Source: an optimization exercise on an open RTL-to-GDS flow (aim: small area and a short achievable clock period). Production flows keep margins and buffers that such runs may drop.
RTL that was checked went through simulation tests only; none was proved equivalent to the original.
Only the layout flow was run in runs 1 to 5; the RTL was not checked for function there.
No activity file was given, so power comes from the tool's default toggle rates.

`design/flow/design.v`:
```
`default_nettype none
package fpu_pkg;
	typedef logic [31:0] fp32_t;	 
	typedef logic [31:0] int32_t;	 
	typedef logic [7:0]  exp_t;	 
	typedef logic [22:0] frac_t;	 
	typedef logic [23:0] sig_t;	 
	localparam exp_t EXP_MAX  = 8'd255;
	localparam exp_t EXP_BIAS = 8'd127;
	localparam int LATENCY = 3;
	typedef struct packed {
		logic [5:0] op1;	 
		logic [4:0] fmt;	 
		logic [5:0] op2;	 
	} instr_t;
	typedef struct packed {
		logic invalid_op;
		logic nan;
		logic ovf;
	} fpu_exc_t;
	typedef enum logic [2:0] {
		OP_IDLE,
		OP_ABS,
		OP_NEG,
		OP_FLOOR,
		OP_FTOI,
		OP_ITOF,
		OP_INVALID
	} op_t;
	localparam logic [5:0] OP1_COP1    = 6'b010001;
	localparam logic [4:0] FMT_S       = 5'b10000;
	localparam logic [4:0] FMT_W_FTOI  = 5'b00000;
	localparam logic [4:0] FMT_ITOF    = 5'b00100;
	localparam logic [5:0] FUNCT_ABS   = 6'b000101;
	localparam logic [5:0] FUNCT_NEG   = 6'b000111;
	localparam logic [5:0] FUNCT_FLOOR = 6'b001111;
	localparam logic [5:0] FUNCT_CVT   = 6'b000000;
endpackage
`default_nettype wire
`default_nettype none
module fpu_top (
	input  wire         clk,
	input  wire         rstn,
	input       fpu_pkg::instr_t instr,
	input       fpu_pkg::fp32_t  x1,	 
	input       fpu_pkg::int32_t x2,	 
	output fpu_pkg::fp32_t       y,
	output fpu_pkg::fpu_exc_t    exc
);
	localparam logic [2:0] O_IDLE = 3'd0;
	localparam logic [2:0] O_SGN  = 3'd1;	 
	localparam logic [2:0] O_FLR  = 3'd2;
	localparam logic [2:0] O_FTOI = 3'd3;
	localparam logic [2:0] O_ITOF = 3'd4;
	localparam logic [2:0] O_INV  = 3'd5;
	localparam logic [2:0] K_IDLE = 3'd0;	 
	localparam logic [2:0] K_FT   = 3'd1;	 
	localparam logic [2:0] K_IT   = 3'd2;	 
	localparam logic [2:0] K_NAN  = 3'd3;
	localparam logic [2:0] K_OVF  = 3'd4;
	localparam logic [2:0] K_INV  = 3'd5;
	logic d_abs, d_neg, d_flr, d_ftoi, d_itof, cop1;
	assign cop1   = instr.op1 == fpu_pkg::OP1_COP1;
	assign d_abs  = cop1 && instr.fmt == fpu_pkg::FMT_S && instr.op2 == fpu_pkg::FUNCT_ABS;
	assign d_neg  = cop1 && instr.fmt == fpu_pkg::FMT_S && instr.op2 == fpu_pkg::FUNCT_NEG;
	assign d_flr  = cop1 && instr.fmt == fpu_pkg::FMT_S && instr.op2 == fpu_pkg::FUNCT_FLOOR;
	assign d_ftoi = cop1 && instr.fmt == fpu_pkg::FMT_W_FTOI && instr.op2 == fpu_pkg::FUNCT_CVT;
	assign d_itof = cop1 && instr.fmt == fpu_pkg::FMT_ITOF && instr.op2 == fpu_pkg::FUNCT_CVT;
	logic [2:0] op_d;
	always_comb begin
		if (!rstn)                op_d = O_IDLE;
		else if (d_abs || d_neg)  op_d = O_SGN;
		else if (d_flr)           op_d = O_FLR;
		else if (d_ftoi)          op_d = O_FTOI;
		else if (d_itof)          op_d = O_ITOF;
		else                      op_d = O_INV;
	end
	logic        s2;
	logic [30:0] v2;
	logic [31:0] d_d;
	assign s2 = x2[31];
	assign v2 = x2[30:0] ^ {31{s2}};
	always_comb begin
		for (int i = 0; i < 23; i++) d_d[i] = instr.fmt[2] ? v2[22-i] : x1[i];
		for (int i = 23; i < 31; i++) d_d[i] = instr.fmt[2] ? v2[53-i] : x1[i];
		if (instr.fmt[2])  d_d[31] = s2;
		else if (d_neg)    d_d[31] = ~x1[31];
		else if (d_abs)    d_d[31] = 1'b0;
		else               d_d[31] = x1[31];
	end
	logic [2:0]  op_q;
	logic [31:0] d_q;
	always_ff @(posedge clk) begin
		op_q <= op_d;
		d_q  <= d_d;
	end
	logic        s;
	logic [7:0]  e;
	logic [22:0] fr;
	logic        is_it, is_ft, is_fl;
	assign s     = d_q[31];
	assign e     = d_q[30:23];
	assign fr    = d_q[22:0];
	assign is_it = op_q == O_ITOF;
	assign is_ft = op_q == O_FTOI;
	assign is_fl = op_q == O_FLR;
	logic [30:0] vq;
	always_comb begin
		for (int i = 0; i < 23; i++) vq[22-i] = d_q[i];
		for (int i = 23; i < 31; i++) vq[53-i] = d_q[i];
	end
	logic [4:0] lz;
	logic       allz;
	always_comb begin
		lz = 5'd31;
		for (int i = 0; i < 31; i++) begin
			if (vq[i]) lz = 5'(30 - i);
		end
	end
	assign allz = ~|vq;
	logic f_nan, f_ovf, f_half, f_norm;
	assign f_nan  = (e == 8'hff) && (fr != '0);
	assign f_ovf  = !f_nan && ((e > 8'd158) || (e == 8'd158 && !(s && fr == '0)));
	assign f_half = e == 8'd126;
	assign f_norm = (e >= 8'd127) && !f_nan && !f_ovf;
	logic [32:0] sin, sa, sb, sc;
	logic [4:0]  amt;
	logic        fill;
	assign sin  = {is_it ? s : 1'b1, d_q[22:0], is_it ? d_q[30:23] : 8'd0, 1'b0};
	assign fill = is_it & s;
	assign amt  = is_it ? lz : 5'(5'd30 - e[4:0]);
	assign sa   = amt[4] ? {{16{fill}}, sin[32:16]} : sin;
	assign sb   = amt[3] ? {{8{fill}}, sa[32:8]} : sa;
	assign sc   = amt[2] ? {{4{fill}}, sb[32:4]} : sb;
	logic [22:0] mask;
	logic        hf, fl_c, fl_mid;
	logic [31:0] fl_a;
	assign mask   = 23'h7fffff >> 5'(e[4:0] + 5'd1);
	assign hf     = |(fr & mask);
	assign fl_mid = (e >= 8'd127) && (e < 8'd150);
	assign fl_c   = fl_mid & s & hf;
	always_comb begin
		if (e == 8'hff && fr != '0)  fl_a = d_q | 32'h0040_0000;
		else if (!fl_mid && e >= 8'd150) fl_a = d_q;
		else if (!fl_mid) fl_a = (s && d_q[30:0] != '0) ? 32'hbf80_0000 : {s, 31'd0};
		else if (s & hf)  fl_a = d_q | {9'd0, mask};
		else              fl_a = d_q & ~{9'd0, mask};
	end
	logic        use_sh;
	logic [32:0] data_d;
	logic [1:0]  amt_d;
	logic [2:0]  lzhi_d;
	logic        s_d;
	logic [2:0]  kind_d;
	assign use_sh = is_it | (is_ft & f_norm);
	always_comb begin
		if (use_sh)     data_d = sc;
		else if (is_fl) data_d = {fl_a, fl_c};
		else if (is_ft) data_d = 33'd1;	 
		else            data_d = {d_q, 1'b0};
	end
	assign amt_d  = use_sh ? amt[1:0] : 2'd0;
	assign lzhi_d = lz[4:2];
	assign s_d    = (is_it | is_ft) & s;
	always_comb begin
		kind_d = K_IDLE;
		if (rstn) begin
			case (op_q)
				O_SGN, O_FLR: kind_d = K_FT;
				O_FTOI: begin
					if (f_nan)                kind_d = K_NAN;
					else if (f_ovf)           kind_d = K_OVF;
					else if (f_norm || f_half) kind_d = K_FT;
					else                      kind_d = K_IDLE;
				end
				O_ITOF: kind_d = (allz && !s) ? K_IDLE : K_IT;
				O_INV:  kind_d = K_INV;
				default: kind_d = K_IDLE;
			endcase
		end
	end
	logic [32:0] data_q;
	logic [1:0]  amt_q;
	logic [2:0]  lzhi_q;
	logic        s_q;
	logic [2:0]  kind_q;
	always_ff @(posedge clk) begin
		data_q <= data_d;
		amt_q  <= amt_d;
		lzhi_q <= lzhi_d;
		s_q    <= s_d;
		kind_q <= kind_d;
	end
	logic        fill3;
	logic [32:0] sd, se;
	assign fill3 = (kind_q == K_IT) & s_q;
	assign sd    = amt_q[1] ? {{2{fill3}}, data_q[32:2]} : data_q;
	assign se    = amt_q[0] ? {fill3, sd[32:1]} : sd;
	logic sel_f, sel_i;
	assign sel_f = rstn && kind_q == K_FT;
	assign sel_i = rstn && kind_q == K_IT;
	logic [31:0] af;
	logic        cf;
	assign af = se[32:1] ^ {32{s_q}};
	assign cf = se[0] ^ s_q;
	logic [31:0] nrm;
	logic [7:0]  ep;
	logic [31:0] ai;
	logic        ci;
	always_comb begin
		for (int n = 0; n < 32; n++) nrm[n] = se[32-n];
	end
	assign ep = 8'd157 - {3'd0, lzhi_q, amt_q};
	assign ai = {s_q, ep, nrm[30:8]};
	assign ci = s_q ? (nrm[7] | (&nrm[6:0] & nrm[8])) : (nrm[7] & (nrm[8] | (|nrm[6:0])));
	logic [31:0] a;
	logic        c;
	logic [31:0] y_d;
	assign a = ({32{sel_f}} & af) | ({32{sel_i}} & ai);
	assign c = (sel_f & cf) | (sel_i & ci);
	logic [31:0] pre;	 
	always_comb begin
		pre[0] = 1'b1;
		for (int i = 1; i < 32; i++) pre[i] = pre[i-1] & a[i-1];
	end
	assign y_d = a ^ ({32{c}} & pre);
	fpu_pkg::fpu_exc_t exc_d;
	assign exc_d.invalid_op = rstn && kind_q == K_INV;
	assign exc_d.nan        = rstn && kind_q == K_NAN;
	assign exc_d.ovf        = rstn && kind_q == K_OVF;
	always_ff @(posedge clk) begin
		y   <= y_d;
		exc <= exc_d;
	end
endmodule
`default_nettype wire
```
`design/flow/run.sh`:
```
#!/bin/bash
# synth_recipe.tcl (not shown) runs the flow's synth.tcl, then flattens the netlist and writes it again
# the make line also repeats each setting of config.mk as NAME=value (left out here)
make -C /OpenROAD-flow-scripts/flow DESIGN_CONFIG=/design/flow/config.mk WORK_HOME=/design/flow/orfs CLKGATE_MAP_FILE= SYNTH_SCRIPT=/design/flow/synth_recipe.tcl finish
```
`design/flow/config.mk`:
```
export PLATFORM = sky130hd
export DESIGN_NAME = fpu_top
export DESIGN_NICKNAME = fpu_top
export VERILOG_FILES = /design/flow/design.v
export SDC_FILE = /design/flow/constraint.sdc
export NUM_CORES = 4
export LEC_CHECK = 0
export CAP_MARGIN = 20
export CORE_MARGIN = 2
export CORE_UTILIZATION = 40
export SLEW_MARGIN = 20
```
`design/flow/constraint.sdc`:
```
create_clock -name core_clock -period 8.0 [get_ports {clk}]
set_input_delay 1.6000 -clock core_clock [delete_from_list [all_inputs] [get_ports {clk}]]
set_output_delay 1.6000 -clock core_clock [all_outputs]
set_load 0.01 [all_outputs]
```
==> flow_summary.yaml, run 1 <==
synth:
  synth_edf_count: 0
  synth_area_leader_cell: "dfxtp_1"
  synthFlopType: "dfxtp_1"
  ys_ff_latch: 112
  yosysMostFrequentCell: "dfxtp_1"
  synth_top_area_frac: 0.266
  postSynthAreaPerCell_um2: 7.88
  postSynth.asyncResetShare: 0
  synth.net_count: 1157
  ys_warn_count: 1
  syn-instance-count: 1068
  synth_area_leaders: "dfxtp_1, xnor2_1, a21oi_1, o21ai_0, mux4_2"
  yosys-top-cells-count: "dfxtp_1, a21oi_1, nand2_1"
  syn_area_um2: 8420
  synth_cell_type_count: 76
  synth.yosys.seq_area_share: 0.266
run:
  max_cap_violations: 0
route:
  wl_per_cell_um: 19.7
  avgViaCountPerCell: 6.01
  dr.pass1.iters: 7
  antenna_left: 0
  wl_met1_um: 11800
  drc_errors: 0
  dr.max_layer_used: "met4"
  met3_length_um: 2150
  met2WireLength_um: 12300
  vias: 8412
  drtIter0Drc: 779
  wl_um: 27500
setup_path:
  critPathLaunchType: "input pin"
  cp_slowest_stage_delay_ns: 0.67
  critPathLaunch: "rstn"
  rr_worst_depth: 11
  critPathMostFrequentCell: "or4_1"
  crit_type: "in -> reg"
  cp_max_fo: 27
  crit_slowest_cell: "clkdlybuf4s50_1"
  worstReg2RegStart: "d_q[24]"
  rrSetupSlack_ns: 3.43
  endpoint_kind: "register"
  crit_chain: "clkdlybuf4s50_1, nor2b_1, nand3b_2, o21ai_0, nand4_1, or4_1, or4_1, or4_1, a21oi_1"
  r2r-end: "data_q[6]"
  worstPathRequired_ns: 8.30
  arrival_ns: 5.59
die:
  initial_core_util: 0.404
  die_w_um: 149
  fp-row-count: 53
  die_height_um: 149
  coreArea_um2: 20800
  design.die.area_um2: 22200
  io_pins: 118
timing:
  min_period_ns: 5.29
  layout_setup_ws_ns: 2.71
  setup_violations: 0
  slew_viol_final: 0
  max_freq_mhz: 189
  fin_crit_sh: 0.661
  hold_violations: 0
  skew_ns: 0.0102
  fin_tns_setup_ns: 0
  rsz0062_at_grt: "no"
  worst_pin_slew_ns: 1.16
  hold_slack_ns: 0.525
  slew_headroom: 0.230
layout:
  num_antenna_cells: 0
  area_delta_synth_final_pct: 18.9
  drive_gt1_frac: 0.0782
  finalInstanceArea_um2: 10000
  fillerInstances: 2084
  final_util: 0.480
  seq_area_um2: 2240
  multiInputGateArea_um2: 5670
  nNetsFinal: 1209
worst_hold_path:
  hp-start: "op_q[2]"
  hold_depth: 2
  hold-path-endpoint: "kind_q[2]"
  min_path_type: "reg -> reg"
place:
  port_buffers: 117
  pre_cts_slack_ns: 2.30
  routabilityCongestion: 0.970
  dpl.hpwl_um: 19900
  post_dp_cell_area_um2: 9660
clock_network:
  cts.clk_slew.worst_paths_ns: 0.08
  root_buffer: "clkbuf_16"
  htree_levels: 3
  cts.path.max_buffers: 2
  post-cts-setup-buffers: 0
  cts.sinks: 112
  cts_tree: "yes"
  numCtsBuffers: 9
  postCtsHoldBufs: 0
  cts.repair.resized: 0
  insertion_delay_ns: 0.37
power_and_ir_drop:
  vdd_drop_max_uv: 96.5
  leakage_uw: 0.00360
  p_per_area_nw_per_um2: 180
global_route:
  grt_pass1_wl_um: 43300
  grt_pass1_vias: 7968
  grt.overflow.total: 0
  grt_start_max_net_pins: 68
  antenna_found_initial: 0
  grtUsageTotal: 0.249
status:
  status: "finished clean"
==> placed cells by master, fill, tap and decap left out, drive strengths merged, types with 5 or more instances in the layout <==
master / synthesis / final
o211ai: 15 / 15
xor2: 18 / 18
o31ai: 8 / 8
xnor2: 75 / 75
a21boi: 6 / 6
nor2b: 5 / 5
inv: 26 / 28
clkbuf: 65 / 9
nand3b: 6 / 6
a21o: 8 / 8
o221ai: 7 / 7
mux4: 25 / 25
mux2: 16 / 16
a32oi: 5 / 5
dfxtp: 112 / 112
nand4: 11 / 11
a211oi: 9 / 9
nor2: 87 / 87
o22ai: 16 / 16
and3: 9 / 9
buf: 30 / 21
a22oi: 9 / 9
nand3: 35 / 35
or4: 7 / 7
o21ai: 93 / 93
nand2b: 10 / 10
a21oi: 99 / 99
nand2: 97 / 97
ha: 6 / 6
nor4: 12 / 12
mux2i: 34 / 34
a31oi: 20 / 20
o21a: 5 / 5
or2: 5 / 5
clkdlybuf4s50: 0 / 115
nor3b: 5 / 5
nor3: 17 / 17
==> area by class of cell <==
class | count | share of cell area
multi-input combinational | 835 | 0.567
timing repair buffer | 136 | 0.130
clock buffer | 9 | 0.0225
inverter | 26 | 0.00976
tap | 275 | 0.0344
clock inverter | 7 | 0.0114
sequential | 112 | 0.224
==> kinds of logic (layout without fill, tap and decap cells) <==
group                    Yosys count  after routing  share of synthesized area
AO/OA/AOI/OAI                    333            333                      0.242
XOR/XNOR                          93             93                     0.0968
adder cells (fa/ha/maj)            6              6                    0.00892
buffers and inverters            121            178                     0.0626
flip-flops                       112            112                      0.266
multiplexers                      75             75                      0.132
AND/OR/NAND/NOR                  328            328                      0.191
==> worst max-delay path: cells and delay by family <==
kind,cells,cell delay [ns]
AO/OA/AOI/OAI,2,0.70
buffers and inverters,1,0.67
AND/OR/NAND/NOR,6,2.62
==> metrics by stage <==
step                instances  power [uW]
floorplan                1068        1080
global placement         1384        1280
detailed placement       1384        1280
CTS                      1400        1800
global route             1400        1890
finish                   1400        1800
==> state kept, by name, summed over array words and instances (netlist names) <==
| register | count |
|---|---|
| s_q | 1 |
| exc | 3 |
| amt_q | 2 |
| kind_q | 3 |
| d_q | 32 |
| data_q | 33 |
| lzhi_q | 3 |
| op_q | 3 |
| y | 32 |
==> layer usage <==
| metal | up-vias | track usage |
|---|---|---|
| li1 | 4020 | - |
| met5 | - | 0 |
| met2 | 445 | 0.399 |
| met4 | 0 | 0.115 |
| met3 | 101 | 0.0465 |
| met1 | 3846 | 0.325 |
==> where the power goes <==
part | switching [uW] | total [uW] | internal, uW
clock network | 232 | 514 | 282
registers | 89.8 | 701 | 611
logic | 318 | 585 | 267
==> worst max-delay path by stage <==
stage / to
3_5_place_dp: y[30]
6_report: y[30]
4_1_cts: y[30]
3_3_place_gp: y[30]
5_1_grt: y[30]
2_1_floorplan: y[12]
==> inputs of run 2 (changes only) <==
--- a/design/flow/design.v
+++ b/design/flow/design.v
@@ -198,6 +198,6 @@
 	assign se    = amt_q[0] ? {fill3, sd[32:1]} : sd;
 	logic sel_f, sel_i;
-	assign sel_f = rstn && kind_q == K_FT;
-	assign sel_i = rstn && kind_q == K_IT;
+	assign sel_f = kind_q == K_FT;
+	assign sel_i = kind_q == K_IT;
 	logic [31:0] af;
 	logic        cf;
@@ -224,5 +224,5 @@
 		for (int i = 1; i < 32; i++) pre[i] = pre[i-1] & a[i-1];
 	end
-	assign y_d = a ^ ({32{c}} & pre);
+	assign y_d = {32{rstn}} & (a ^ ({32{c}} & pre));	 
 	fpu_pkg::fpu_exc_t exc_d;
 	assign exc_d.invalid_op = rstn && kind_q == K_INV;
--- a/design/flow/config.mk
+++ b/design/flow/config.mk
@@ -9,3 +9,4 @@
 export CORE_MARGIN = 2
 export CORE_UTILIZATION = 40
+export SETUP_SLACK_MARGIN = 4
 export SLEW_MARGIN = 20
==> flow_summary.yaml, run 2 <==
worst_hold_path:
  hold-path-endpoint: "data_q[3]"
  hp-start: "d_q[2]"
  hold_depth: 2
  min_path_type: "reg -> reg"
place:
  port_buffers: 117
  dpl.hpwl_um: 20300
  pre_cts_slack_ns: 4.07
  routabilityCongestion: 1.04
  dp.cells: 1345
layout:
  final_cells: 1361
  nNetsFinal: 1175
  area_delta_synth_final_pct: 19.0
  final_cell_mix: "a21oi_1, clkdlybuf4s50_1, dfxtp_1, nor2_1, nand2_1"
  drive_gt1_frac: 0.0917
  regMostFlops: "data_q"
  num_antenna_cells: 0
  layout_commonest_cell: "a21oi_1"
  largest_reg_flops: 33
  final_util: 0.484
  top_regs: "data_q: 33 flops, d_q: 32 flops, y: 32 flops"
clock_network:
  cts.path.max_buffers: 2
  cts_tree: "yes"
  cts.sinks: 112
  htree_levels: 3
  post-cts-setup-buffers: 0
  root_buffer: "clkbuf_16"
  postCtsHoldBufs: 0
  insertion_delay_ns: 0.36
  cts.clk_slew.worst_paths_ns: 0.08
  numCtsBuffers: 9
synth:
  ys_ff_latch: 112
  synth_cell_type_count: 77
  yosysMostFrequentCell: "a21oi_1"
  postSynthAreaPerCell_um2: 7.98
  synth_top_area_frac: 0.273
  synthFlopType: "dfxtp_1"
  ys_warn_count: 1
  yosys-top-cells-count: "a21oi_1, dfxtp_1, nor2_1"
  postSynth.asyncResetShare: 0
  synth.yosys.seq_area_share: 0.273
  syn_area_um2: 8220
  synth_edf_count: 0
  syn-instance-count: 1031
  synth_area_leader_cell: "dfxtp_1"
  synth_area_leaders: "dfxtp_1, mux4_2, a21oi_1, xnor2_1, nor2_1"
  synth.net_count: 1120
route:
  met3_length_um: 2260
  dr.max_layer_used: "met4"
  vias: 8296
  met2WireLength_um: 12500
  wl_per_cell_um: 20.0
  wl_met1_um: 11100
  antenna_left: 0
  dr.pass1.iters: 6
  drtIter0Drc: 828
  wl_um: 27200
  avgViaCountPerCell: 6.10
  drc_errors: 0
timing:
  slew_headroom: 0.310
  min_period_ns: 3.87
  max_freq_mhz: 258
  layout_setup_ws_ns: 4.13
  rsz0062_at_grt: "yes"
  slew_viol_final: 0
  worst_pin_slew_ns: 1.03
  fin_tns_setup_ns: 0
  fin_crit_sh: 0.484
  setup_violations: 0
  hold_violations: 0
  skew_ns: 0.0117
setup_path:
  crit_slowest_cell: "dfxtp_1"
  critPathLaunchType: "register"
  worstPathRequired_ns: 8.24
  worstReg2RegStart: "d_q[24]"
  critPathTopFamily: "compound AO/OA/AOI/OAI gates"
  crit_type: "reg -> reg"
  critPathBufInv: 1
  crit_chain: "ha_1, inv_1, ha_1, a221o_1, a21oi_1, o2111ai_1, o41ai_1, o2111ai_1, and3_1, and2_1, a211o_1"
  cp_slowest_stage_delay_ns: 0.63
  endpoint_kind: "register"
  r2r-end: "data_q[16]"
  arrival_ns: 4.11
  cp_max_fo: 13
  rrSetupSlack_ns: 4.13
  rr_worst_depth: 11
power_and_ir_drop:
  vdd_drop_max_uv: 102
  leakage_uw: 0.00348
  p_per_area_nw_per_um2: 176
die:
  design.die.area_um2: 21700
  die_height_um: 147
  io_pins: 118
  fp-row-count: 52
  initial_core_util: 0.406
  coreArea_um2: 20200
  die_w_um: 147
global_route:
  grt_start_max_net_pins: 68
  grt_pass1_wl_um: 42700
  grtUsageTotal: 0.249
  antenna_found_initial: 0
  grt_pass1_vias: 7619
  grt.overflow.total: 0
run:
  max_cap_violations: 0
status:
  status: "finished clean"
[run 2: cell count changes after synthesis, moves of 10 or more]
cell | before | now
nand2_1 | 97 | 87
a21oi_1 | 99 | 120
mux4_2 | 18 | 31
a31oi_1 | 20 | 6
xnor2_1 | 75 | 61
nor2_1 | 87 | 106
nand3_1 | 35 | 17
o21ai_0 | 87 | 74
mux2_2 | 16 | 6
a211oi_1 | 9 | 22
[run 2: layout make-up]
type / instances / area (um^2)
Clock buffer: 11 / 253
Clock inverter: 5 / 47.5
Fill cell: 2012 / 10400
Inverter: 17 / 63.8
Multi-Input combinational cell: 813 / 5560
Sequential cell: 112 / 2250
Tap cell: 270 / 338
Timing Repair Buffer: 133 / 1280
[run 2: cell families after synthesis]
logic type | after synthesis | share of synthesized area
XOR/XNOR | 74 | 0.0788
AO/OA/AOI/OAI | 338 | 0.255
AND/OR/NAND/NOR | 323 | 0.190
adder cells (fa/ha/maj) | 7 | 0.0103
buffers and inverters | 106 | 0.0580
flip-flops | 112 | 0.273
multiplexers | 71 | 0.135
[run 2: per-stage QoR]
step / area (um^2) / hold WS [ns] / total power [uW]
finish: 9790 / 0.611 / 1720
global route: 9790 / 0.637 / 1810
global placement: 9470 / 0.592 / 1270
CTS: 9770 / 0.604 / 1720
detailed placement: 9470 / 0.596 / 1270
floorplan: 8220 / 0.480 / 1070
[run 2: power breakdown]
group / switching [uW] / total, uW / internal [uW]
Sequential: 99.3 / 709 / 610
Combinational: 305 / 563 / 259
Clock: 216 / 450 / 234
Total: 620 / 1720 / 1100
[run 2: how the worst max path moves through the flow]
stage	cells past startpoint	start	end	slack, ns
floorplan	12	amt_q[0]	y[25]	4.88
global placement	9	amt_q[0]	y[25]	4.12
detailed placement	9	amt_q[0]	y[25]	4.07
CTS	9	amt_q[0]	y[25]	4.04
global route	9	kind_q[0]	y[25]	3.97
finish	11	d_q[24]	data_q[16]	4.13
[run 2: metal layers]
metal,vias up,global-route usage
met2,448,0.409
li1,3893,-
met1,3854,0.315
met4,0,0.113
met5,-,0
met3,101,0.0519
[run 2: repair_timing]
action                                  CTS  global route
endpoints found under the hold margin     0             0
endpoints found under the setup margin    0            22
gates resized for setup                   0             4
[run 2: worst min-delay path, cell delays in order (launching register included)]
cell     delay (ns)
dfxtp_1        0.42
nand2_1        0.10
o21ai_1        0.05
==> inputs of run 3 (changes only) <==
--- a/design/flow/config.mk
+++ b/design/flow/config.mk
@@ -9,4 +9,4 @@
 export CORE_MARGIN = 2
 export CORE_UTILIZATION = 40
-export SETUP_SLACK_MARGIN = 4
+export SETUP_SLACK_MARGIN = 5
 export SLEW_MARGIN = 20
==> flow_summary.yaml, run 3 <==
setup_path:
  critPathLaunchType: "register"
  worstPathRequired_ns: 8.29
  endpoint_kind: "register"
  worstReg2RegStart: "d_q[19]"
  crit_type: "reg -> reg"
  cp_max_fo: 8
  rr_worst_depth: 11
  rrSetupSlack_ns: 4.67
  crit_slowest_cell: "or4_4"
  arrival_ns: 3.63
  r2r-end: "data_q[21]"
  critPathMostFrequentCell: "or4_4"
  crit_chain: "or4_4, or4_4, or4_4, a211o_1, a211oi_4, buf_6, or2_4, buf_12, o221ai_4, o21a_1, a21oi_1"
  cp_slowest_stage_delay_ns: 0.54
clock_network:
  cts_tree: "yes"
  postCtsHoldBufs: 0
  cts.path.max_buffers: 2
  insertion_delay_ns: 0.37
  cts.sinks: 112
  cts.clk_slew.worst_paths_ns: 0.07
  numCtsBuffers: 9
  root_buffer: "clkbuf_16"
  htree_levels: 3
timing:
  layout_setup_ws_ns: 4.67
  fin_crit_sh: 0.417
  hold_violations: 0
  rsz0062_at_grt: "yes"
  setup_violations: 0
  max_freq_mhz: 300
  fin_tns_setup_ns: 0
  worst_pin_slew_ns: 0.894
  slew_headroom: 0.402
  min_period_ns: 3.33
  skew_ns: 0.0165
  slew_viol_final: 0
layout:
  nNetsFinal: 1246
  regMostFlops: "data_q"
  final_cell_mix: "clkdlybuf4s50_1, a21oi_1, nor2_1, dfxtp_1, nand2_1"
  area_delta_synth_final_pct: 37.2
  layout_commonest_cell: "clkdlybuf4s50_1"
  largest_reg_flops: 33
  top_regs: "data_q: 33 flops, d_q: 32 flops, y: 32 flops"
  drive_gt1_frac: 0.226
  fillerInstances: 1845
global_route:
  antenna_found_initial: 2
  grt_start_max_net_pins: 68
  grt.overflow.total: 0
  grt_pass1_wl_um: 47700
  grt_pass1_vias: 8234
  grtUsageTotal: 0.282
route:
  avgViaCountPerCell: 6.16
  vias: 8825
  dr.pass1.iters: 6
  drtIter0Drc: 949
  wl_um: 31000
  antenna_left: 0
  wl_per_cell_um: 21.7
  drc_errors: 0
status:
  status: "finished clean"
power_and_ir_drop:
  p_per_area_nw_per_um2: 170
  vdd_drop_max_uv: 104
  leakage_uw: 0.00410
synth:
  synth.net_count: 1120
  synthFlopType: "dfxtp_1"
  syn_area_um2: 8220
  synth_edf_count: 0
  synth_area_leader_cell: "dfxtp_1"
  yosysMostFrequentCell: "a21oi_1"
  synth_cell_type_count: 77
  postSynth.asyncResetShare: 0
  postSynthAreaPerCell_um2: 7.98
  synth_top_area_frac: 0.273
  synth.yosys.seq_area_share: 0.273
  ys_ff_latch: 112
  yosys-top-cells-count: "a21oi_1, dfxtp_1, nor2_1"
  syn-instance-count: 1031
  ys_warn_count: 1
  synth_area_leaders: "dfxtp_1, mux4_2, a21oi_1, xnor2_1, nor2_1"
die:
  coreArea_um2: 20200
  design.die.area_um2: 21700
  io_pins: 118
  fp-row-count: 52
  die_w_um: 147
  die_height_um: 147
  initial_core_util: 0.406
worst_hold_path:
  hold-path-endpoint: "amt_q[1]"
  hold_depth: 1
  hp-start: "d_q[24]"
  min_path_type: "reg -> reg"
place:
  port_buffers: 117
  pre_cts_slack_ns: 4.08
  routabilityCongestion: 0.997
  dpl.hpwl_um: 20700
run:
  max_cap_violations: 0
run 3: critical path: cells and delay by family (launching register included):
kind                   cells  cell delay, ns
AO/OA/AOI/OAI              5            0.94
AND/OR/NAND/NOR            4            1.65
buffers and inverters      2            0.33
flip-flops                 1            0.35
run 3: timing repair:
action / in CTS / in global routing
pin swaps: 28 / 29
gates resized for setup: 108 / 55
gates cloned: 10 / 1
endpoints found under the setup margin: 74 / 57
setup buffers: 46 / 13
run 3: worst max-delay path by stage:
stage                     startpoint         end  depth (start not counted)
after floorplan             amt_q[1]       y[19]                         12
after global placement       d_q[19]  data_q[16]                          9
after detailed placement    amt_q[0]       y[25]                          9
after CTS                    d_q[17]  data_q[21]                         11
after global routing         d_q[19]  data_q[21]                         11
final                        d_q[19]  data_q[21]                         11
run 3: area by class of cell:
type | count | area (um^2) | area share
Tap cell | 270 | 338 | 0.0299
Timing Repair inverter | 1 | 7.51 | 0.000665
Sequential cell | 112 | 2280 | 0.202
Multi-Input combinational cell | 814 | 6080 | 0.539
Clock inverter | 6 | 105 | 0.00932
Antenna cell | 1 | 2.50 | 0.000222
Inverter | 17 | 67.6 | 0.00599
Timing Repair Buffer | 202 | 2160 | 0.192
Clock buffer | 10 | 239 | 0.0212
run 3: metrics by stage:
stage	cells	total power, uW	hold WS [ns]	instance area, um^2	utilization
after floorplan	1031	1070	0.480	8270	-
after global placement	1346	1270	0.596	9490	0.469
after detailed placement	1346	1270	0.597	9490	0.469
after CTS	1418	1870	0.558	10900	0.538
after global routing	1432	1990	0.583	11300	0.557
final	1433	1920	0.568	11300	0.558
run 3: per-layer routing:
| layer | up-vias | part of all wire | track usage |
|---|---|---|---|
| met5 | - | 0 | 0 |
| met4 | 0 | 0.055 | 0.145 |
| met3 | 133 | 0.087 | 0.0657 |
| met1 | 4129 | 0.40 | 0.347 |
| met2 | 499 | 0.46 | 0.462 |
| li1 | 4064 | - | - |
run 3: kinds of logic (layout without fill, tap and decap cells):
kind of cell	count (synthesis)	in the layout	synth area share
adders and majority gates	7	7	0.0103
and+or+nand+nor	323	324	0.190
xor gates and xnor gates	74	74	0.0788
muxes	71	71	0.135
AOI/OAI and AO/OA	338	338	0.255
DFF	112	112	0.273
other	0	1	0
buffers and inverters	106	236	0.0580
run 3: power by group:
part,switching [uW],internal [uW],total (uW)
combinational,361,318,679
sequential,102,611,712
clock,235,292,527
total,697,1220,1920
==> inputs of run 4 (changes only) <==
--- a/design/flow/design.v
+++ b/design/flow/design.v
@@ -60,4 +60,15 @@
 	localparam logic [2:0] K_OVF  = 3'd4;
 	localparam logic [2:0] K_INV  = 3'd5;
+	function automatic logic [4:0] ftoi_amt(input logic [4:0] k);	 
+		ftoi_amt = '0;
+		for (int j = 0; j < 32; j++) if (k == 5'(j)) ftoi_amt = 5'((30 - j) & 31);
+	endfunction
+	function automatic logic [7:0] itof_exp(input logic [4:0] k);	 
+		itof_exp = '0;
+		for (int j = 0; j < 32; j++) if (k == 5'(j)) itof_exp = 8'(157 - j);
+	endfunction
+	function automatic logic [22:0] floor_mask(input logic [7:0] ee);
+		for (int i = 0; i < 23; i++) floor_mask[i] = !ee[7] || (i < 22 && ee[4:0] <= 5'(21 - i));
+	endfunction
 	logic d_abs, d_neg, d_flr, d_ftoi, d_itof, cop1;
 	assign cop1   = instr.op1 == fpu_pkg::OP1_COP1;
@@ -80,5 +91,5 @@
 	logic [31:0] d_d;
 	assign s2 = x2[31];
-	assign v2 = x2[30:0] ^ {31{s2}};
+	assign v2 = x2[30:0];
 	always_comb begin
 		for (int i = 0; i < 23; i++) d_d[i] = instr.fmt[2] ? v2[22-i] : x1[i];
@@ -105,8 +116,10 @@
 	assign is_ft = op_q == O_FTOI;
 	assign is_fl = op_q == O_FLR;
+	logic [30:0] dx;
 	logic [30:0] vq;
-	always_comb begin
-		for (int i = 0; i < 23; i++) vq[22-i] = d_q[i];
-		for (int i = 23; i < 31; i++) vq[53-i] = d_q[i];
+	assign dx = d_q[30:0] ^ {31{s}};
+	always_comb begin
+		for (int i = 0; i < 23; i++) vq[22-i] = dx[i];
+		for (int i = 23; i < 31; i++) vq[53-i] = dx[i];
 	end
 	logic [4:0] lz;
@@ -127,7 +140,7 @@
 	logic [4:0]  amt;
 	logic        fill;
-	assign sin  = {is_it ? s : 1'b1, d_q[22:0], is_it ? d_q[30:23] : 8'd0, 1'b0};
-	assign fill = is_it & s;
-	assign amt  = is_it ? lz : 5'(5'd30 - e[4:0]);
+	assign sin  = {is_it ? s : ~s, dx[22:0], is_it ? dx[30:23] : {8{s}}, s};
+	assign fill = s;
+	assign amt  = is_it ? lz : ftoi_amt(e[4:0]);
 	assign sa   = amt[4] ? {{16{fill}}, sin[32:16]} : sin;
 	assign sb   = amt[3] ? {{8{fill}}, sa[32:8]} : sa;
@@ -136,5 +149,5 @@
 	logic        hf, fl_c, fl_mid;
 	logic [31:0] fl_a;
-	assign mask   = 23'h7fffff >> 5'(e[4:0] + 5'd1);
+	assign mask   = floor_mask(e);
 	assign hf     = |(fr & mask);
 	assign fl_mid = (e >= 8'd127) && (e < 8'd150);
@@ -157,5 +170,5 @@
 		if (use_sh)     data_d = sc;
 		else if (is_fl) data_d = {fl_a, fl_c};
-		else if (is_ft) data_d = 33'd1;	 
+		else if (is_ft) data_d = {{32{s}}, ~s};	 
 		else            data_d = {d_q, 1'b0};
 	end
@@ -194,5 +207,5 @@
 	logic        fill3;
 	logic [32:0] sd, se;
-	assign fill3 = (kind_q == K_IT) & s_q;
+	assign fill3 = s_q;
 	assign sd    = amt_q[1] ? {{2{fill3}}, data_q[32:2]} : data_q;
 	assign se    = amt_q[0] ? {fill3, sd[32:1]} : sd;
@@ -202,6 +215,6 @@
 	logic [31:0] af;
 	logic        cf;
-	assign af = se[32:1] ^ {32{s_q}};
-	assign cf = se[0] ^ s_q;
+	assign af = se[32:1];
+	assign cf = se[0];
 	logic [31:0] nrm;
 	logic [7:0]  ep;
@@ -211,5 +224,5 @@
 		for (int n = 0; n < 32; n++) nrm[n] = se[32-n];
 	end
-	assign ep = 8'd157 - {3'd0, lzhi_q, amt_q};
+	assign ep = itof_exp({lzhi_q, amt_q});
 	assign ai = {s_q, ep, nrm[30:8]};
 	assign ci = s_q ? (nrm[7] | (&nrm[6:0] & nrm[8])) : (nrm[7] & (nrm[8] | (|nrm[6:0])));
--- a/design/flow/config.mk
+++ b/design/flow/config.mk
@@ -6,4 +6,5 @@
 export NUM_CORES = 4
 export LEC_CHECK = 0
+export ABC_AREA = 1
 export CAP_MARGIN = 20
 export CORE_MARGIN = 2
==> flow_summary.yaml, run 4 <==
status:
  status: "finished clean"
route:
  avgViaCountPerCell: 5.50
  wl_um: 33600
  drtIter0Drc: 760
  wl_per_cell_um: 17.8
  dr.pass1.iters: 5
  vias: 10393
  drc_errors: 0
  antenna_left: 0
layout:
  largest_reg_flops: 33
  regMostFlops: "data_q"
  area_delta_synth_final_pct: 40.9
  fillerInstances: 2093
  layout_commonest_cell: "nand2_1"
  drive_gt1_frac: 0.185
  nNetsFinal: 1692
  final_cell_mix: "nand2_1, inv_1, o21ai_0, clkdlybuf4s50_1, nor2_1"
  num_antenna_cells: 0
  top_regs: "data_q: 33 flops, d_q: 32 flops, y: 32 flops"
  final_util: 0.574
setup_path:
  crit_type: "reg -> reg"
  rrSetupSlack_ns: 5.02
  arrival_ns: 3.30
  critPathLaunch: "d_q[31]"
  cp_max_fo: 14
  endpoint_kind: "register"
  r2r-end: "data_q[9]"
  rr_worst_depth: 17
  worstPathRequired_ns: 8.32
  critPathLaunchType: "register"
  cp-endpoint: "data_q[9]"
  worstReg2RegStart: "d_q[31]"
synth:
  syn_area_um2: 8560
  synth_cell_type_count: 52
  synth_top_area_frac: 0.262
  ys_warn_count: 1
  yosysMostFrequentCell: "nand2_1"
  synth.net_count: 1529
  postSynthAreaPerCell_um2: 5.92
  synth.yosys.seq_area_share: 0.262
  synth_edf_count: 0
  synth_area_leader_cell: "dfxtp_1"
  postSynth.asyncResetShare: 0
  yosys-top-cells-count: "nand2_1, inv_1, o21ai_0"
  synthFlopType: "dfxtp_1"
  ys_ff_latch: 112
  synth_area_leaders: "dfxtp_1, nand2_1, o21ai_0, inv_1, nor2_1"
  syn-instance-count: 1445
timing:
  min_period_ns: 2.98
  layout_setup_ws_ns: 5.02
  worst_pin_slew_ns: 0.663
  hold_slack_ns: 0.493
  max_freq_mhz: 335
  setup_violations: 0
  skew_ns: 0.00995
  fin_tns_setup_ns: 0
  hold_violations: 0
  slew_viol_final: 0
  rsz0062_at_grt: "yes"
  slew_headroom: 0.557
  fin_crit_sh: 0.373
run:
  max_cap_violations: 0
clock_network:
  insertion_delay_ns: 0.36
  cts.clk_slew.worst_paths_ns: 0.08
  numCtsBuffers: 9
  htree_levels: 3
  cts_tree: "yes"
  cts.sinks: 112
  root_buffer: "clkbuf_16"
  cts.path.max_buffers: 2
die:
  coreArea_um2: 21000
  die_w_um: 150
  fp-row-count: 53
  io_pins: 118
  design.die.area_um2: 22600
  initial_core_util: 0.407
  die_height_um: 150
global_route:
  grt_pass1_wl_um: 50000
  grtUsageTotal: 0.286
  grt_pass1_vias: 9382
  grt_start_max_net_pins: 35
  grt.overflow.total: 0
  antenna_found_initial: 0
place:
  port_buffers: 117
  routabilityCongestion: 1.00
  dpl.hpwl_um: 23600
  pre_cts_slack_ns: 3.99
worst_hold_path:
  min_path_type: "reg -> reg"
power_and_ir_drop:
  vdd_drop_max_uv: 89.8
  power_uw: 1910
  leakage_uw: 0.00529
  p_per_area_nw_per_um2: 159
-- run 4: report_power, final --
group | switching [uW] | total, uW | internal, uW | leakage [uW]
combinational | 466 | 797 | 331 | 0.00421
clock | 222 | 454 | 232 | 0.000148
sequential | 55.7 | 661 | 606 | 0.000936
-- run 4: cell families after synthesis --
kind of cell / Yosys count / synth area share
multiplexers: 5 / 0.00585
adder cells (fa/ha/maj): 1 / 0.00146
buffers and inverters: 267 / 0.128
AO/OA/AOI/OAI: 346 / 0.238
flip-flops: 112 / 0.262
AND/OR/NAND/NOR: 686 / 0.336
XOR/XNOR: 28 / 0.0287
-- run 4: through the flow --
step	cells	area, um^2
3_3_place_gp	1776	9820
2_1_floorplan	1445	8560
3_5_place_dp	1776	9820
6_report	1888	12100
4_1_cts	1825	10800
5_1_grt	1888	12100
-- run 4: worst max-delay path, stage by stage, from the launching register on --
cell	delay [ns]
dfxtp_4	0.41
buf_12	0.16
buf_12	0.14
xnor2_2	0.21
inv_2	0.07
nor2_2	0.13
nand2_2	0.10
nor2_4	0.14
buf_4	0.13
nand2_1	0.05
nand2_2	0.10
a22oi_2	0.12
buf_4	0.19
clkbuf_16	0.17
o21ai_0	0.37
nand2_1	0.11
a32o_1	0.27
inv_1	0.04
-- run 4: repair_timing --
item | 4_1_cts | 5_1_grt
resized for setup | 107 | 157
hold buffers | 0 | 0
gates cloned | 7 | 7
setup buffers | 26 | 56
setup endpoints to repair | 66 | 48
pin swaps | 17 | 40
-- run 4: worst min-delay path by stage --
stage / to / slack [ns] / depth (start not counted) / start
after floorplan: exc[2] / 0.46 / 1 / kind_q[1]
after global placement: kind_q[2] / 0.49 / 2 / op_q[2]
after detailed placement: kind_q[2] / 0.49 / 2 / op_q[2]
after CTS: kind_q[2] / 0.51 / 2 / op_q[2]
after global routing: exc[0] / 0.52 / 1 / kind_q[0]
final: exc[0] / 0.49 / 1 / kind_q[0]
-- run 4: area by class of cell --
| class | count | area [um^2] | area share |
|---|---|---|---|
| Tap cell | 275 | 344 | 0.0285 |
| Clock buffer | 11 | 253 | 0.0210 |
| Sequential cell | 112 | 2280 | 0.189 |
| Multi-Input combinational cell | 1066 | 5950 | 0.494 |
| Inverter | 191 | 796 | 0.0660 |
| Timing Repair Buffer | 225 | 2370 | 0.197 |
| Timing Repair inverter | 3 | 23.8 | 0.00197 |
| Clock inverter | 5 | 38.8 | 0.00322 |
-- run 4: metal layers --
layer | wire, um | track usage | up-vias | part of all wire
li1 | - | - | 5105 | -
met1 | 13100 | 0.345 | 4681 | 0.39
met2 | 16500 | 0.502 | 487 | 0.49
met3 | 2110 | 0.0273 | 120 | 0.063
met4 | 1880 | 0.149 | 0 | 0.056
met5 | 0 | 0 | - | 0
==> inputs of run 5 (changes only) <==
--- a/design/flow/config.mk
+++ b/design/flow/config.mk
@@ -6,5 +6,4 @@
 export NUM_CORES = 4
 export LEC_CHECK = 0
-export ABC_AREA = 1
 export CAP_MARGIN = 20
 export CORE_MARGIN = 2
==> flow_summary.yaml, run 5 <==
die:
  die_height_um: 151
  design.die.area_um2: 22900
  die_w_um: 151
  io_pins: 118
  coreArea_um2: 21200
  initial_core_util: 0.410
  fp-row-count: 53
synth:
  postSynth.asyncResetShare: 0
  synth_cell_type_count: 80
  yosys-top-cells-count: "nand2_1, dfxtp_1, a21oi_1, nor2_1, clkbuf_1"
  synth.net_count: 1172
  ys_warn_count: 1
  synth_area_leaders: "dfxtp_1, mux2_2, mux4_2, nand2_1, mux2i_1"
  syn-instance-count: 1088
  synth_area_leader_cell: "dfxtp_1"
  synth_top_area_frac: 0.259
  ys_ff_latch: 112
  synthFlopType: "dfxtp_1"
  syn_area_um2: 8660
  yosysMostFrequentCell: "nand2_1"
  synth.yosys.seq_area_share: 0.259
  postSynthAreaPerCell_um2: 7.96
  synth_edf_count: 0
layout:
  area_delta_synth_final_pct: 35.2
  num_antenna_cells: 0
  nNetsFinal: 1289
  regMostFlops: "data_q"
  layout_commonest_cell: "nand2_1"
  finalInstanceArea_um2: 11700
  largest_reg_flops: 33
  final_cell_mix: "nand2_1, clkdlybuf4s50_1, dfxtp_1, nor2_1, a21oi_1"
  top_regs: "data_q: 33 flops, d_q: 32 flops, y: 32 flops"
  drive_gt1_frac: 0.240
route:
  dr.pass1.iters: 5
  drc_errors: 0
  wl_um: 31800
  avgViaCountPerCell: 6.17
  drtIter0Drc: 949
  vias: 9165
  wl_per_cell_um: 21.4
  antenna_left: 0
timing:
  max_freq_mhz: 324
  setup_violations: 0
  worst_pin_slew_ns: 0.856
  skew_ns: 0.0132
  slew_headroom: 0.427
  fin_tns_setup_ns: 0
  fin_crit_sh: 0.386
  slew_viol_final: 0
  rsz0062_at_grt: "yes"
  hold_violations: 0
  min_period_ns: 3.09
place:
  post_dp_cell_area_um2: 9910
  dpl.hpwl_um: 19900
  port_buffers: 117
  routabilityCongestion: 0.947
clock_network:
  root_buffer: "clkbuf_16"
  htree_levels: 3
  cts.path.max_buffers: 2
  cts.clk_slew.worst_paths_ns: 0.08
  cts.sinks: 112
  numCtsBuffers: 9
  cts_tree: "yes"
  insertion_delay_ns: 0.37
  postCtsHoldBufs: 0
global_route:
  antenna_found_initial: 0
  grt_pass1_wl_um: 46800
  grtUsageTotal: 0.263
  grt.overflow.total: 0
  grt_start_max_net_pins: 44
  grt_pass1_vias: 8387
setup_path:
  endpoint_kind: "register"
  arrival_ns: 3.32
  critPathLaunchType: "register"
  crit_chain: "or4_4, or4_4, or4_4, or4_1, a21o_1, a31oi_4, a32oi_1"
  critPathMostFrequentCell: "or4_4"
  crit_slowest_cell: "or4_4"
  cp_max_fo: 7
  worstPathRequired_ns: 8.23
  cp_slowest_stage_delay_ns: 0.54
  crit_type: "reg -> reg"
power_and_ir_drop:
  vdd_drop_max_uv: 115
  p_int_uw: 1150
  p_per_area_nw_per_um2: 154
  p_switching_uw: 658
  sw_frac_of_total: 0.364
  leakage_uw: 0.00430
  clock_power_share: 0.252
  p_comb_frac: 0.370
  seqPwrFrac: 0.379
status:
  status: "finished clean"
worst_hold_path:
  min_path_type: "reg -> reg"
run:
  max_cap_violations: 0
run 5: cell types whose count changed after synthesis, moves of 18 or more:
cell,before,now
nand2_1,431,125
inv_1,177,13
o21ai_0,163,62
nor2_1,125,73
mux2_2,0,44
mux2i_1,5,43
o22ai_1,46,12
clkbuf_1,38,64
mux4_2,0,22
and2_1,1,22
a32o_1,21,1
a32oi_1,5,25
o21ai_1,6,24
run 5: power groups by stage:
| stage | registers [uW] | clock network (uW) | logic, uW |
|---|---|---|---|
| floorplan | 648 | 0 | 404 |
| global placement | 700 | 0 | 528 |
| detailed placement | 701 | 0 | 529 |
| CTS | 683 | 463 | 591 |
| global route | 692 | 485 | 713 |
| finish | 685 | 456 | 669 |
run 5: cell families after synthesis:
| group | after synthesis | share of synthesized area |
|---|---|---|
| and+or+nand+nor | 378 | 0.219 |
| AOI/OAI and AO/OA | 314 | 0.240 |
| buffers and inverters | 118 | 0.0592 |
| muxes | 113 | 0.169 |
| DFF | 112 | 0.259 |
| xor gates and xnor gates | 51 | 0.0516 |
| adders and majority gates | 2 | 0.00260 |
run 5: per-layer routing:
| metal | up-vias | GRT usage | wire length (um) |
|---|---|---|---|
| met3 | 68 | 0.0367 | 2190 |
| met5 | - | 0 | 0 |
| met4 | 0 | 0.0925 | 1060 |
| met1 | 4406 | 0.337 | 13200 |
| li1 | 4246 | - | - |
| met2 | 445 | 0.452 | 15400 |
run 5: final timing paths:
kind         startpoint          to  slack, ns  cells past startpoint
min           kind_q[1]      exc[0]       0.49                      1
max             d_q[18]  data_q[25]       4.91                      7
min reg2reg   kind_q[1]      exc[0]       0.49                      1
max reg2reg     d_q[18]  data_q[25]       4.91                      7
run 5: layout make-up:
| type | count | area [um^2] |
|---|---|---|
| fill | 1979 | 9440 |
| multi-input combinational | 861 | 6440 |
| sequential | 112 | 2300 |
| timing repair buffer | 207 | 2280 |
| tap | 275 | 344 |
| clock buffer | 9 | 225 |
| clock inverter | 7 | 71.3 |
| inverter | 14 | 52.6 |
run 5: per-stage QoR:
stage | utilization | hold WS, ns | total power [uW] | setup slack (ns) | instances
3_3_place_gp | 0.468 | 0.523 | 1230 | 3.87 | 1392
3_5_place_dp | 0.469 | 0.538 | 1230 | 3.93 | 1392
2_1_floorplan | - | 0.470 | 1050 | 4.95 | 1088
5_1_grt | 0.554 | 0.509 | 1890 | 4.82 | 1485
6_report | 0.554 | 0.493 | 1810 | 4.91 | 1485
4_1_cts | 0.518 | 0.516 | 1740 | 4.78 | 1448
run 5: timing repair:
item	in CTS	in global routing
endpoints found under the setup margin	69	58
pin swaps	29	50
hold endpoints to repair	0	0
setup buffers	31	27
gates cloned	9	10
resized for setup	86	88
run 5: critical path, delay by kind of cell, from the launching register on:
family           cells  cell delay, ns
AND/OR/NAND/NOR      4            1.97
AO/OA/AOI/OAI        3            0.62
flip-flops           1            0.37
==> inputs of run 6 (changes only) <==
--- a/design/flow/design.v
+++ b/design/flow/design.v
@@ -89,10 +89,16 @@
 	logic        s2;
 	logic [30:0] v2;
+	logic [30:0] pick;
+	logic [30:0] cpl;
 	logic [31:0] d_d;
+	logic        fz_d;
 	assign s2 = x2[31];
 	assign v2 = x2[30:0];
 	always_comb begin
-		for (int i = 0; i < 23; i++) d_d[i] = instr.fmt[2] ? v2[22-i] : x1[i];
-		for (int i = 23; i < 31; i++) d_d[i] = instr.fmt[2] ? v2[53-i] : x1[i];
+		for (int i = 0; i < 23; i++) pick[i] = instr.fmt[2] ? v2[22-i] : x1[i];
+		for (int i = 23; i < 31; i++) pick[i] = instr.fmt[2] ? v2[53-i] : x1[i];
+		cpl[22:0]  = {23{instr.fmt[2] ? s2 : (!instr.fmt[4] && x1[31])}};
+		cpl[30:23] = {8{instr.fmt[2] && s2}};
+		d_d[30:0]  = pick ^ cpl;
 		if (instr.fmt[2])  d_d[31] = s2;
 		else if (d_neg)    d_d[31] = ~x1[31];
@@ -100,9 +106,12 @@
 		else               d_d[31] = x1[31];
 	end
+	assign fz_d = x1[22:0] == '0;
 	logic [2:0]  op_q;
 	logic [31:0] d_q;
+	logic        fz_q;	 
 	always_ff @(posedge clk) begin
 		op_q <= op_d;
 		d_q  <= d_d;
+		fz_q <= fz_d;
 	end
 	logic        s;
@@ -116,10 +125,8 @@
 	assign is_ft = op_q == O_FTOI;
 	assign is_fl = op_q == O_FLR;
-	logic [30:0] dx;
 	logic [30:0] vq;
-	assign dx = d_q[30:0] ^ {31{s}};
-	always_comb begin
-		for (int i = 0; i < 23; i++) vq[22-i] = dx[i];
-		for (int i = 23; i < 31; i++) vq[53-i] = dx[i];
+	always_comb begin
+		for (int i = 0; i < 23; i++) vq[22-i] = d_q[i];
+		for (int i = 23; i < 31; i++) vq[53-i] = d_q[i];
 	end
 	logic [4:0] lz;
@@ -133,6 +140,6 @@
 	assign allz = ~|vq;
 	logic f_nan, f_ovf, f_half, f_norm;
-	assign f_nan  = (e == 8'hff) && (fr != '0);
-	assign f_ovf  = !f_nan && ((e > 8'd158) || (e == 8'd158 && !(s && fr == '0)));
+	assign f_nan  = (e == 8'hff) && !fz_q;
+	assign f_ovf  = !f_nan && ((e > 8'd158) || (e == 8'd158 && !(s && fz_q)));
 	assign f_half = e == 8'd126;
 	assign f_norm = (e >= 8'd127) && !f_nan && !f_ovf;
@@ -140,5 +147,5 @@
 	logic [4:0]  amt;
 	logic        fill;
-	assign sin  = {is_it ? s : ~s, dx[22:0], is_it ? dx[30:23] : {8{s}}, s};
+	assign sin  = {is_it ? s : ~s, d_q[22:0], is_it ? d_q[30:23] : {8{s}}, s};
 	assign fill = s;
 	assign amt  = is_it ? lz : ftoi_amt(e[4:0]);
@@ -154,7 +161,7 @@
 	assign fl_c   = fl_mid & s & hf;
 	always_comb begin
-		if (e == 8'hff && fr != '0)  fl_a = d_q | 32'h0040_0000;
+		if (e == 8'hff && !fz_q)  fl_a = d_q | 32'h0040_0000;
 		else if (!fl_mid && e >= 8'd150) fl_a = d_q;
-		else if (!fl_mid) fl_a = (s && d_q[30:0] != '0) ? 32'hbf80_0000 : {s, 31'd0};
+		else if (!fl_mid) fl_a = (s && (e != '0 || !fz_q)) ? 32'hbf80_0000 : {s, 31'd0};
 		else if (s & hf)  fl_a = d_q | {9'd0, mask};
 		else              fl_a = d_q & ~{9'd0, mask};
--- a/design/flow/config.mk
+++ b/design/flow/config.mk
@@ -9,4 +9,4 @@
 export CORE_MARGIN = 2
 export CORE_UTILIZATION = 40
-export SETUP_SLACK_MARGIN = 5
+export SETUP_SLACK_MARGIN = 4.5
 export SLEW_MARGIN = 20
==> flow_summary.yaml, run 6 <==
layout:
  top_regs: "data_q: 33 flops, d_q: 32 flops, y: 32 flops"
  multiInputGateArea_um2: 5830
  fillerInstances: 2025
  drive_gt1_frac: 0.111
  final_cells: 1429
  regMostFlops: "data_q"
  final_cell_mix: "clkdlybuf4s50_1, dfxtp_1, nand2_1, nor2_1, a21oi_1"
  area_delta_synth_final_pct: 22.2
  layout_commonest_cell: "clkdlybuf4s50_1"
  largest_reg_flops: 33
  nNetsFinal: 1224
  seq_area_um2: 2270
setup_path:
  crit_slowest_cell: "dfxtp_1"
  rrSetupSlack_ns: 4.68
  cp_max_fo: 20
  endpoint_kind: "register"
  critPathTopFamily: "compound AO/OA/AOI/OAI gates"
  critPathLaunch: "d_q[23]"
  rr_worst_depth: 9
  worstPathRequired_ns: 8.27
  critPathLaunchType: "register"
  critPathBufInv: 1
  r2r-end: "data_q[7]"
  worstReg2RegStart: "d_q[23]"
  crit_chain: "and2_1, o21ai_0, a222oi_1, nand4_1, o31ai_1, nor3_1, buf_4, a2111oi_1, a211oi_1"
  crit_type: "reg -> reg"
  cp_slowest_stage_delay_ns: 0.73
  arrival_ns: 3.59
route:
  wl_um: 30400
  antenna_left: 0
  drc_errors: 0
  avgViaCountPerCell: 6.30
  vias: 9003
  drtIter0Drc: 1036
  dr.pass1.iters: 7
  wl_per_cell_um: 21.3
timing:
  fin_tns_setup_ns: 0
  worst_pin_slew_ns: 1.07
  setup_violations: 0
  min_period_ns: 3.32
  hold_violations: 0
  slew_viol_final: 0
  max_freq_mhz: 301
  rsz0062_at_grt: "yes"
  skew_ns: 0.0104
  slew_headroom: 0.281
  fin_crit_sh: 0.415
worst_hold_path:
  hold-path-endpoint: "exc[0]"
  min_path_type: "reg -> reg"
  hold_depth: 1
  hp-start: "kind_q[0]"
global_route:
  grtUsageMet1: 0.340
  met2_usage: 0.422
  grt_pass1_vias: 8279
  grt.overflow.total: 0
  use_met3: 0.0730
  antenna_found_initial: 2
  grt_start_max_net_pins: 50
  grtUsageTotal: 0.269
  grt_pass1_wl_um: 46800
  grt.busiest_layer: "met2"
synth:
  postSynth.asyncResetShare: 0
  yosys-top-cells-count: "dfxtp_1, nand2_1, nor2_1"
  postSynthAreaPerCell_um2: 7.95
  ys_warn_count: 1
  synth_edf_count: 0
  synth_top_area_frac: 0.263
  syn-instance-count: 1081
  synth_area_leaders: "dfxtp_1, mux2i_1, a21oi_1, nand2_1, o21ai_0"
  ys_ff_latch: 113
  synth.yosys.seq_area_share: 0.263
  synth_area_leader_cell: "dfxtp_1"
  synthFlopType: "dfxtp_1"
  synth_cell_type_count: 86
  syn_area_um2: 8590
  yosysMostFrequentCell: "dfxtp_1"
  synth.net_count: 1165
die:
  io_pins: 118
  initial_core_util: 0.409
  die_w_um: 151
  design.die.area_um2: 22700
  die_height_um: 151
  coreArea_um2: 21000
  fp-row-count: 53
clock_network:
  cts.sinks: 113
  root_buffer: "clkbuf_16"
  cts.path.max_buffers: 2
  htree_levels: 4
  cts.clk_slew.worst_paths_ns: 0.06
  insertion_delay_ns: 0.43
  numCtsBuffers: 17
  cts_tree: "yes"
run:
  max_cap_violations: 0
power_and_ir_drop:
  leakage_uw: 0.00383
  vdd_drop_max_uv: 124
  p_per_area_nw_per_um2: 208
status:
  status: "finished clean"
place:
  dpl.hpwl_um: 21700
  port_buffers: 117
  routabilityCongestion: 1.01
  dp.cells: 1392
==> run 6: cell types whose count changed after synthesis, moves of 11 or more <==
| cell | change |
|---|---|
| a211oi_1 | +11 |
| a32oi_1 | -22 |
| mux2_2 | -31 |
| a21oi_1 | +17 |
| nand3_1 | -18 |
| mux2i_1 | +15 |
| o21ai_1 | -17 |
| nand2_1 | -23 |
| nor3_1 | +24 |
| o21ai_0 | +14 |
| nor4_1 | +13 |
| nor2_1 | +22 |
==> run 6: power by group <==
group | internal, uW | switching (uW)
Clock | 502 | 291
Combinational | 282 | 354
Sequential | 631 | 127
Total | 1420 | 772
==> run 6: per-layer routing <==
layer | share of wire | up-vias
met2 | 0.45 | 537
li1 | - | 4143
met1 | 0.41 | 4190
met4 | 0.051 | 0
met5 | 0 | -
met3 | 0.095 | 133
==> run 6: area by class of cell <==
cell class,count,share of cell area
Sequential cell,113,0.216
Tap cell,275,0.0328
Timing Repair Buffer,143,0.130
Inverter,19,0.00715
Clock inverter,13,0.0166
Multi-Input combinational cell,846,0.555
Clock buffer,19,0.0422
Antenna cell,1,0.000238
==> run 6: how the worst max path moves through the flow <==
stage	end	slack (ns)	depth (start not counted)
CTS	data_q[17]	4.51	8
floorplan	d_q[10]	5.03	5
global placement	data_q[17]	4.30	8
finish	data_q[7]	4.68	9
detailed placement	data_q[17]	4.31	8
global route	data_q[7]	4.43	9
==> run 6: stage by stage <==
| step | power, uW | utilization | hold WS, ns | setup WS (ns) | area (um^2) |
|---|---|---|---|---|---|
| after floorplan | 1150 | - | 0.463 | 5.03 | 8590 |
| after global placement | 1370 | 0.466 | 0.526 | 4.30 | 9800 |
| after detailed placement | 1370 | 0.466 | 0.528 | 4.31 | 9800 |
| after CTS | 2170 | 0.496 | 0.541 | 4.51 | 10400 |
| after global routing | 2280 | 0.499 | 0.594 | 4.43 | 10500 |
| final | 2190 | 0.499 | 0.542 | 4.68 | 10500 |
==> run 6: kinds of logic after synthesis <==
| family | share of synthesized area |
|---|---|
| simple gates | 0.216 |
| compound gates | 0.262 |
| buf+inv | 0.0654 |
| flops | 0.263 |
| mux | 0.145 |
| xor+xnor | 0.0479 |
| fa+ha+maj | 0.00146 |
==> run 6: timing repair <==
action                                 CTS  global route
endpoints found under the hold margin    0             0
setup endpoints to repair               23            23
resized for setup                        5            11
setup buffers                            0             4
hold buffers                             0             0
==> inputs of run 7 (changes only) <==
--- a/design/flow/config.mk
+++ b/design/flow/config.mk
@@ -9,4 +9,5 @@
 export CORE_MARGIN = 2
 export CORE_UTILIZATION = 40
-export SETUP_SLACK_MARGIN = 4.5
+export SETUP_SLACK_MARGIN = 5
 export SLEW_MARGIN = 20
+export TNS_END_PERCENT = 0
==> flow_summary.yaml, run 7 <==
status:
  status: "finished clean"
synth:
  synth.yosys.seq_area_share: 0.263
  yosysMostFrequentCell: "dfxtp_1"
  yosys-top-cells-count: "dfxtp_1, nand2_1, nor2_1"
  synth_edf_count: 0
  ys_ff_latch: 113
  syn_area_um2: 8590
  syn-instance-count: 1081
  synth_area_leaders: "dfxtp_1, mux2i_1, a21oi_1, nand2_1, o21ai_0"
  synth_top_area_frac: 0.263
  synthFlopType: "dfxtp_1"
  synth.net_count: 1165
  synth_cell_type_count: 86
  ys_warn_count: 1
  synth_area_leader_cell: "dfxtp_1"
  postSynthAreaPerCell_um2: 7.95
  postSynth.asyncResetShare: 0
timing:
  hold_violations: 0
  rsz0062_at_grt: "yes"
  slew_viol_final: 0
  setup_violations: 0
  hold_slack_ns: 0.542
  fin_tns_setup_ns: 0
  worst_pin_slew_ns: 1.05
  min_period_ns: 2.99
  max_freq_mhz: 334
  fin_crit_sh: 0.374
  slew_headroom: 0.295
  skew_ns: 0.0107
worst_hold_path:
  hp-start: "kind_q[0]"
  min_path_type: "reg -> reg"
die:
  die_w_um: 151
  coreArea_um2: 21000
  io_pins: 118
  initial_core_util: 0.409
  die_height_um: 151
  fp-row-count: 53
  design.die.area_um2: 22700
layout:
  top_regs: "data_q: 33 flops, d_q: 32 flops, y: 32 flops"
  multiInputGateArea_um2: 6020
  drive_gt1_frac: 0.141
  layout_commonest_cell: "clkdlybuf4s50_1"
  regMostFlops: "data_q"
  nNetsFinal: 1237
  largest_reg_flops: 33
  area_delta_synth_final_pct: 25.9
  final_cell_mix: "clkdlybuf4s50_1, dfxtp_1, nand2_1, nor2_1, a21oi_1"
  seq_area_um2: 2270
  fillerInstances: 1982
  finalInstanceArea_um2: 10800
global_route:
  grt_start_max_net_pins: 50
  grt_pass1_wl_um: 47500
  grtUsageTotal: 0.274
  antenna_found_initial: 2
  grt_pass1_vias: 8388
  grt.overflow.total: 0
route:
  drc_errors: 0
  dr.pass1.iters: 6
  met3_length_um: 2980
  avgViaCountPerCell: 6.32
  wl_met1_um: 12700
  met2WireLength_um: 13900
  wl_um: 31100
  drtIter0Drc: 1149
  wl_per_cell_um: 21.6
  dr.max_layer_used: "met4"
  vias: 9107
  antenna_left: 0
setup_path:
  worstPathRequired_ns: 8.29
  critPathLaunch: "d_q[24]"
  worstReg2RegStart: "d_q[24]"
  crit_type: "reg -> reg"
  arrival_ns: 3.28
  cp_max_fo: 20
  endpoint_kind: "register"
  critPathLaunchType: "register"
power_and_ir_drop:
  p_per_area_nw_per_um2: 205
  vdd_drop_max_uv: 120
  leakage_uw: 0.00396
clock_network:
  numCtsBuffers: 17
  cts.clk_slew.worst_paths_ns: 0.06
  cts.sinks: 113
  cts_tree: "yes"
  cts.path.max_buffers: 2
  postCtsHoldBufs: 0
  root_buffer: "clkbuf_16"
  htree_levels: 4
  insertion_delay_ns: 0.43
place:
  dpl.hpwl_um: 21700
  routabilityCongestion: 1.01
  post_dp_cell_area_um2: 9800
  port_buffers: 117
run:
  max_cap_violations: 0
-- run 7: cells by family (layout without fill, tap and decap cells) --
group           after synthesis  count (layout)  synth area share
flops                       113             113             0.263
compound gates              345             345             0.262
mux                          93              93             0.145
simple gates                360             363             0.216
xor+xnor                     47              47            0.0479
fa+ha+maj                     1               1           0.00146
other cells                   0               1                 0
buf+inv                     122             204            0.0654
-- run 7: final cells by class --
cell class | instances | area share
sequential | 113 | 0.210
timing repair buffer | 153 | 0.137
antenna | 1 | 0.000231
clock buffer | 19 | 0.0410
inverter | 19 | 0.00694
multi-input combinational | 849 | 0.557
tap | 275 | 0.0318
clock inverter | 13 | 0.0161
-- run 7: through the flow --
| step | std cells | power [uW] | setup WS (ns) | utilization |
|---|---|---|---|---|
| floorplan | 1081 | 1150 | 5.03 | - |
| global placement | 1392 | 1370 | 4.30 | 0.466 |
| detailed placement | 1392 | 1370 | 4.31 | 0.466 |
| CTS | 1431 | 2180 | 4.92 | 0.502 |
| global route | 1441 | 2300 | 4.93 | 0.514 |
| finish | 1442 | 2210 | 5.01 | 0.514 |
-- run 7: timing repair --
action	4_1_cts	5_1_grt
setup endpoints to repair	61	61
resized for setup	28	42
pin swaps	2	5
hold endpoints to repair	0	0
setup buffers	6	8
gates cloned	1	2
-- run 7: where the power goes --
part           internal (uW)  switching [uW]  leakage, uW  total (uW)
logic                    291             366      0.00273         657
registers                631             131     0.000940         761
clock network            502             291     0.000291         794
-- run 7: path summary, 6_finish.rpt --
| check | endpoint | slack [ns] | cells past startpoint |
|---|---|---|---|
| worst max-delay path | data_q[7] | 5.01 | 7 |
| worst min-delay path | exc[0] | 0.54 | 1 |
| worst max register to register | data_q[7] | 5.01 | 7 |
| worst min register to register | exc[0] | 0.54 | 1 |
-- run 7: worst max-delay path, cell delays in order (launching register included) --
cell and delay, ns:
dfxtp_2 0.43, and2_1 0.23, o21a_1 0.19, o31a_1 0.31
nor2_1 0.82, nand2_1 0.17, a2111oi_2 0.62, a211oi_1 0.08
-- run 7: per-layer routing --
layer	vias up	global-route usage
li1	4180	-
met4	0	0.141
met1	4260	0.345
met2	538	0.432
met3	129	0.0697
met5	-	0

-- static timing again, ports no longer ideal --
The results above use ideal ports. As a check the final layouts listed here were re-extracted and re-timed, cells and wires unchanged.
Step 1 assumes that a clkbuf_16 drives the clock port and a buf_2 every other input.
Step 2 adds t to the input delays and takes it off the output delays; t is the mean of the earliest and latest rising clock arrival at the registers after step 1. Input paths then give back, and output paths get back, about the clock's delay inside the block.
Three values: ideal ports, drivers, drivers and shift; two values: the first two.
| run | shift t [ns] | slack for setup (ns) | latest minus earliest clock arrival (ns) |
|---|---|---|---|
| run 1 | 0.408 | 2.709 / 2.732 / 2.324 | 0.010 / 0.010 |
| run 2 | 0.395 | 4.129 / 4.129 / 4.129 | 0.011 / 0.011 |
| run 3 | 0.414 | 4.665 / 4.665 / 4.665 | 0.016 / 0.016 |
| run 4 | 0.409 | 5.018 / 5.018 / 4.760 | 0.010 / 0.010 |
| run 5 | 0.405 | 4.911 / 4.911 / 4.698 | 0.013 / 0.013 |
| run 6 | 0.468 | 4.679 / 4.679 / 4.436 | 0.011 / 0.011 |
| run 7 | 0.469 | 5.010 / 5.010 / 4.645 | 0.011 / 0.011 |
After both steps setup and hold are still met in every run listed. The setup slack of run 1, which loses most, moves by +0.023 ns with the drivers and by -0.385 ns with both steps.
